What follows belongs to an exercise in optimizing a design on an open flow for small area and a short achievable clock period; a production flow would make more cautious choices.
In this exercise RTL edits were held to simulation tests only and were not proved equivalent to the original.

Setup of north:
Design conv_top, start of the top module:
module conv_top (
    input  logic                 clk,
    input  logic                 rst_n,
    input  logic                 in_valid,
    input  logic [2-1:0][8-1:0] in_data,
    input  logic                 coef_wr,
    input  conv_pkg::chan_idx_t  coef_chan,
    input  conv_pkg::tap_idx_t   coef_addr,
    input  conv_pkg::coeff_t     coef_data,
    output logic                 out_valid,
    output logic [2-1:0][24-1:0] out_data
);
For scale: about 7800 cells after synthesis, about 83 I/O pins, about 0.11 sq mm of cells after synthesis.
==> flow/config.mk <==
export PLATFORM = sky130hd
export DESIGN_NAME = conv_top
export DESIGN_NICKNAME = conv_top
export VERILOG_FILES = /design/flow/design.v
export SDC_FILE = /design/flow/constraint.sdc
export NUM_CORES = 4
export LEC_CHECK = 0
export ABC_CLOCK_PERIOD_IN_PS = 2900
export CAP_MARGIN = 20
export CORE_MARGIN = 2
export CORE_UTILIZATION = 60
export CTS_CLUSTER_DIAMETER = 125
export CTS_CLUSTER_SIZE = 26
export SETUP_SLACK_MARGIN = 4.6
export SLEW_MARGIN = 20
export TNS_END_PERCENT = 100
==> flow/constraint.sdc <==
create_clock -name core_clock -period 7.5 [get_ports {clk}]
set_input_delay 1.5000 -clock core_clock [delete_from_list [all_inputs] [get_ports {clk}]]
set_output_delay 1.5000 -clock core_clock [all_outputs]
set_load 0.01 [all_outputs]
standard.sh (not shown) runs the stock make flow with config.mk's settings and CLKGATE_MAP_FILE= SYNTH_SCRIPT=/design/flow/synth_recipe.tcl, a recipe that flattens the netlist after the stock synthesis.
==> flow/flow/run.sh <==
#!/bin/bash
# Standard layout, with one netlist clean-up between synthesis and floorplan:
# flow/polarity.py flips full-adder cells (a full adder fed complemented
# inputs gives complemented outputs) and swaps and2/nand2 cells, to drop the
# inverters synthesis leaves between them. Registers and every other cell are
# untouched.
set -euo pipefail
R=orfs/results/$FLOW_PLATFORM/conv_top/base
bash standard.sh synth > synth.log 2>&1
cp $R/1_2_yosys.v synth_netlist.v
python3 flow/polarity.py synth_netlist.v $R/1_2_yosys.v > polarity.log 2>&1
bash standard.sh finish > layout.log 2>&1
Other scripts of this flow, unchanged in this note and not shown: flow/flow/polarity.py
north: flow complete, layout not clean; failing: antenna rules
--- input diff north..south ---
- CTS_CLUSTER_DIAMETER changed from 125 to 120
- CTS_CLUSTER_SIZE changed from 26 to 24
### Flow results
south went all the way through synthesis, placement and routing and the layout is clean on timing, DRC and antenna.
The final cell count of north and that of south are within noise of each other.
Global-route wire length before repair of north is on par with south.
Comparing north against south, there is no change at all in count of hold-fix buffers inserted at cts.
Diff north -> south: area of combinational cells with multiple inputs essentially unchanged; worst setup slack after layout decreased 0.0034 ns; sum of routed wire length over all layers neither gained nor lost much.
Per the comparison of south with north, final area stayed essentially flat, peak per-stage delay on the critical path rose by 0.12 ns, fmax stayed essentially flat.


## before
conv_top, a different RTL version from the one above (not shown whole).
For scale: ~7700 cells after synthesis, about 100000 um2 of cells after synthesis.
export LEC_CHECK = 0
export ABC_CLOCK_PERIOD_IN_PS = 3200
export CAP_MARGIN = 20
export CORE_MARGIN = 2
export CORE_UTILIZATION = 40
export SETUP_SLACK_MARGIN = 3.8
export SLEW_MARGIN = 20
export TNS_END_PERCENT = 100
create_clock -name core_clock -period 7.5 [get_ports {clk}]
==> flow/flow/run.sh <==
#!/bin/bash
# Standard layout, with one netlist clean-up between synthesis and floorplan:
# flow/polarity.py flips full-adder cells (a full adder fed complemented
# inputs gives complemented outputs) to drop the inverters synthesis leaves
# between them. Registers and every other cell are untouched.
set -euo pipefail
R=orfs/results/$FLOW_PLATFORM/conv_top/base
bash standard.sh synth > synth.log 2>&1
cp $R/1_2_yosys.v synth_netlist.v
python3 flow/polarity.py synth_netlist.v $R/1_2_yosys.v > polarity.log 2>&1
bash standard.sh finish > layout.log 2>&1
Other scripts of this flow, unchanged in this note and not shown: flow/flow/polarity.py
Having completed the whole flow, before delivered a layout that passed the timing, DRC and antenna checks.
Inputs modified between before and after:
Settings: ABC_CLOCK_PERIOD_IN_PS now 3000, was 3200; SETUP_SLACK_MARGIN now 4.3, was 3.8.
[summary]
- Comparing before with after, the number of multi-input logic gates came out essentially unchanged.
- From before to after the numbers moved as follows: buffer count excluding the clock tree in the final layout now larger, headroom to the max-slew limit now larger.
- after reports a lower final critical path time including I/O delays and setup than before does.
- The higher total number of cells along the worst setup path came out of after.
- In the metrics for after and before, the one carrying the lower first-pass GRT wire length is before.
- Relative to before, final cell count has increased by 2.0% in after.


conv_top with an RTL version that a note above also has.
Size: ~7900 cells after synthesis, about 110000 um2 of cells after synthesis.
==> flow/design.v (excerpt) <==
module conv_top (
    input  logic                 clk,
    input  logic                 rst_n,
    input  logic                 in_valid,
    input  logic [2-1:0][8-1:0] in_data,
    input  logic                 coef_wr,
    input  conv_pkg::chan_idx_t  coef_chan,
    input  conv_pkg::tap_idx_t   coef_addr,
    input  conv_pkg::coeff_t     coef_data,
    output logic                 out_valid,
    output logic [2-1:0][24-1:0] out_data
);
clock: 7.5 ns
lec_check: 0
abc_clock_period_in_ps: 2900
cap_margin: 20
core_margin: 2
core_utilization: 60
cts_cluster_diameter: 120
cts_cluster_size: 24
setup_slack_margin: 4.6
slew_margin: 20
tns_end_percent: 100
Scripts as last shown in full above: flow/flow/run.sh
Other scripts of this flow, unchanged in this note and not shown: flow/flow/polarity.py
Then changed:
--- a/flow/config.mk
+++ b/flow/config.mk
@@ -11,4 +11,4 @@
 export CORE_UTILIZATION = 60
-export CTS_CLUSTER_DIAMETER = 120
-export CTS_CLUSTER_SIZE = 24
+export CTS_CLUSTER_DIAMETER = 125
+export CTS_CLUSTER_SIZE = 26
 export SETUP_SLACK_MARGIN = 4.6
First-iteration DRC count went up by 0.51%.
Sequential share of layout area rises by 0.11 points.
Count of clock-buffer cells in the layout went down by 7.
Synthesized cell count does not change.
Then changed:
--- a/flow/config.mk
+++ b/flow/config.mk
@@ -7,3 +7,3 @@
 export LEC_CHECK = 0
-export ABC_CLOCK_PERIOD_IN_PS = 2900
+export ABC_CLOCK_PERIOD_IN_PS = 3000
 export CAP_MARGIN = 20
@@ -11,5 +11,5 @@
 export CORE_UTILIZATION = 60
-export CTS_CLUSTER_DIAMETER = 125
-export CTS_CLUSTER_SIZE = 26
-export SETUP_SLACK_MARGIN = 4.6
+export CTS_CLUSTER_DIAMETER = 120
+export CTS_CLUSTER_SIZE = 24
+export SETUP_SLACK_MARGIN = 4.5
 export SLEW_MARGIN = 20
What happened: The new run passed the timing, DRC and antenna checks. Global-route usage barely changes. Fmax shrinks by 4.0%. Register-to-register slack got worse by 130 ps. Cell area shrinks by 1.0%.
Then changed:
--- a/flow/config.mk
+++ b/flow/config.mk
@@ -7,3 +7,3 @@
 export LEC_CHECK = 0
-export ABC_CLOCK_PERIOD_IN_PS = 3000
+export ABC_CLOCK_PERIOD_IN_PS = 2800
 export CAP_MARGIN = 20
@@ -13,3 +13,3 @@
 export CTS_CLUSTER_SIZE = 24
-export SETUP_SLACK_MARGIN = 4.5
+export SETUP_SLACK_MARGIN = 4.75
 export SLEW_MARGIN = 20
Final area climbs by about 3.4%.
Via count climbs by about 2.3%.
Global-route usage climbs by 0.39 points.
Cell count climbs by about 2.2%.
Register-to-register slack improves by 170 ps.
Fmax climbs by about 6%.
Hold slack is about the same.


conv_top, a different RTL version from the one above (not shown whole).
Size: ~8000 cells after synthesis, about 83 I/O pins, ~110000 um^2 of cells after synthesis.
==> flow/config.mk <==
export PLATFORM = sky130hd
export DESIGN_NAME = conv_top
export DESIGN_NICKNAME = conv_top
export VERILOG_FILES = /design/flow/design.v
export SDC_FILE = /design/flow/constraint.sdc
export NUM_CORES = 4
export LEC_CHECK = 0
export ABC_CLOCK_PERIOD_IN_PS = 3000
export CAP_MARGIN = 20
export CORE_MARGIN = 2
export CORE_UTILIZATION = 40
export SETUP_SLACK_MARGIN = 4.3
export SLEW_MARGIN = 20
export TNS_END_PERCENT = 100
==> flow/constraint.sdc <==
create_clock -name core_clock -period 7.5 [get_ports {clk}]
set_input_delay 1.5000 -clock core_clock [delete_from_list [all_inputs] [get_ports {clk}]]
set_output_delay 1.5000 -clock core_clock [all_outputs]
set_load 0.01 [all_outputs]
Scripts as last shown in full above: flow/flow/run.sh
Other scripts of this flow, unchanged in this note and not shown: flow/flow/polarity.py
==> next run, changes <==
- CORE_UTILIZATION: 40 -> 60
- CTS_CLUSTER_DIAMETER: unset -> 120
- CTS_CLUSTER_SIZE: unset -> 24
Setup slack degrades by 55 ps.
Die area falls by 33%.
Final cell count falls by 11%.
==> next run, changes <==
- SETUP_SLACK_MARGIN: 4.3 -> 4.5
After rerunning: The changed run finished with timing, DRC and antenna clean; core utilization rises by 2.1 points; cell count rises by a few percent; synthesized area does not change; design area rises by a few percent; via count rises by a few percent; wire length rises slightly; maximum frequency rises by a few percent; worst hold slack hardly moves; sequential cell count is unchanged; synthesized cell count does not change.


## lane 1
Another version of the RTL of conv_top (not shown whole).
Size: ~7900 cells after synthesis, roughly 83 I/O pins, about 0.10 sq mm of cells after synthesis.
==> flow/config.mk <==
export PLATFORM = sky130hd
export DESIGN_NAME = conv_top
export DESIGN_NICKNAME = conv_top
export VERILOG_FILES = /design/flow/design.v
export SDC_FILE = /design/flow/constraint.sdc
export NUM_CORES = 4
export LEC_CHECK = 0
export ABC_CLOCK_PERIOD_IN_PS = 3000
export CAP_MARGIN = 20
export CORE_MARGIN = 2
export CORE_UTILIZATION = 60
export CTS_CLUSTER_DIAMETER = 120
export CTS_CLUSTER_SIZE = 24
export SETUP_SLACK_MARGIN = 4.4
export SLEW_MARGIN = 20
export TNS_END_PERCENT = 100
==> flow/constraint.sdc <==
create_clock -name core_clock -period 7.5 [get_ports {clk}]
set_input_delay 1.5000 -clock core_clock [delete_from_list [all_inputs] [get_ports {clk}]]
set_output_delay 1.5000 -clock core_clock [all_outputs]
set_load 0.01 [all_outputs]
Scripts as last shown in full above: flow/flow/run.sh
Other scripts of this flow, unchanged in this note and not shown: flow/flow/polarity.py
Lane 1 closes out successfully: all stages finished, all timing, DRC and antenna checks passed.
#### Input delta (lane 2 over lane 1)
- a deleted CTS_CLUSTER_SIZE that had been 24
- a deleted CTS_CLUSTER_DIAMETER that had been 120
- a change of CORE_UTILIZATION from 60 to 40
[summary]
Going from lane 1 to lane 2, final standard cell area without fillers climbed about 5.3%; total met2 wirelength after detailed routing went up; critical path depth has decreased; last weighted congestion value of the routability-driven placer -3.9%. Lane 2 vs. lane 1: filler cell count in the final layout went up by 83%, first-pass detailed-route iteration total higher.
diff inputs: lane 2 => lane 3
- changing SETUP_SLACK_MARGIN from 4.4 to 4.0
- changing ABC_CLOCK_PERIOD_IN_PS from 3000 to 3200
Notes after the runs:
[lane 3] relative area change from synthesis to final layout fell 6.6 points relative to lane 2. Compare lane 2 and lane 3 | wire length lower: lane 3. Summary of lane 3 over lane 2: number of sinks handled by clock tree synthesis closely matched the old numbers, area used by multi-input combinational logic decreased by 0.0011 sq mm relative to the old numbers, cell area decreased by about 5.6% relative to the old numbers, final global-route overflow total closely matched the old numbers. On sequential cell count, lane 2 and lane 3 are basically level. Lane 3 vs. lane 2: first-pass GRT wire length saw a decrease, total number of nets in the final design went down 513. No run among lane 2 and lane 3 stopped early or left any final violation; all are clean.

==> separate check: timing with driven ports <==
No port has a modelled driver above. Below, the same layouts with a new extraction and two added sets of constraints. Step 1, drivers: a clkbuf_16 drives clk and a buf_2 each remaining input, both assumed. Step 2 times the ports against the registers' clock, not the clock port: input delays grow and output delays shrink by t, the midpoint of the rising clock arrivals with the driver on. Three values: ideal, step 1, step 2; two values: the first two.
run	t (ns)	setup WS [ns]	latest minus earliest clock arrival (ns)
north	0.835	4.539 / 4.539 / 4.249	0.045 / 0.045
south	0.843	4.535 / 4.535 / 4.197	0.051 / 0.051
before	0.939	3.841 / 3.841 / 3.841	0.094 / 0.094
after	0.939	4.116 / 4.115 / 4.116	0.092 / 0.093
the first run of note 3	0.862	4.535 / 4.535 / 4.282	0.061 / 0.060
the second run of note 3	0.839	4.505 / 4.505 / 4.327	0.042 / 0.042
the third run of note 3	0.853	4.379 / 4.379 / 4.287	0.060 / 0.061
the fourth run of note 3	0.853	4.552 / 4.552 / 4.325	0.054 / 0.054
the first run of note 4	0.964	4.264 / 4.264 / 4.174	0.056 / 0.055
the second run of note 4	0.831	4.210 / 4.210 / 4.210	0.042 / 0.043
the third run of note 4	0.836	4.286 / 4.286 / 4.286	0.047 / 0.047
lane 1	0.821	4.214 / 4.214 / 4.136	0.050 / 0.050
lane 2	0.949	4.250 / 4.250 / 4.250	0.083 / 0.082
lane 3	0.948	4.012 / 4.012 / 4.012	0.083 / 0.083
For south, which loses most, drivers alone change the setup slack by 0.000 ns; drivers and shift together by -0.338 ns. The worst setup slack also covers recovery checks on asynchronous resets.
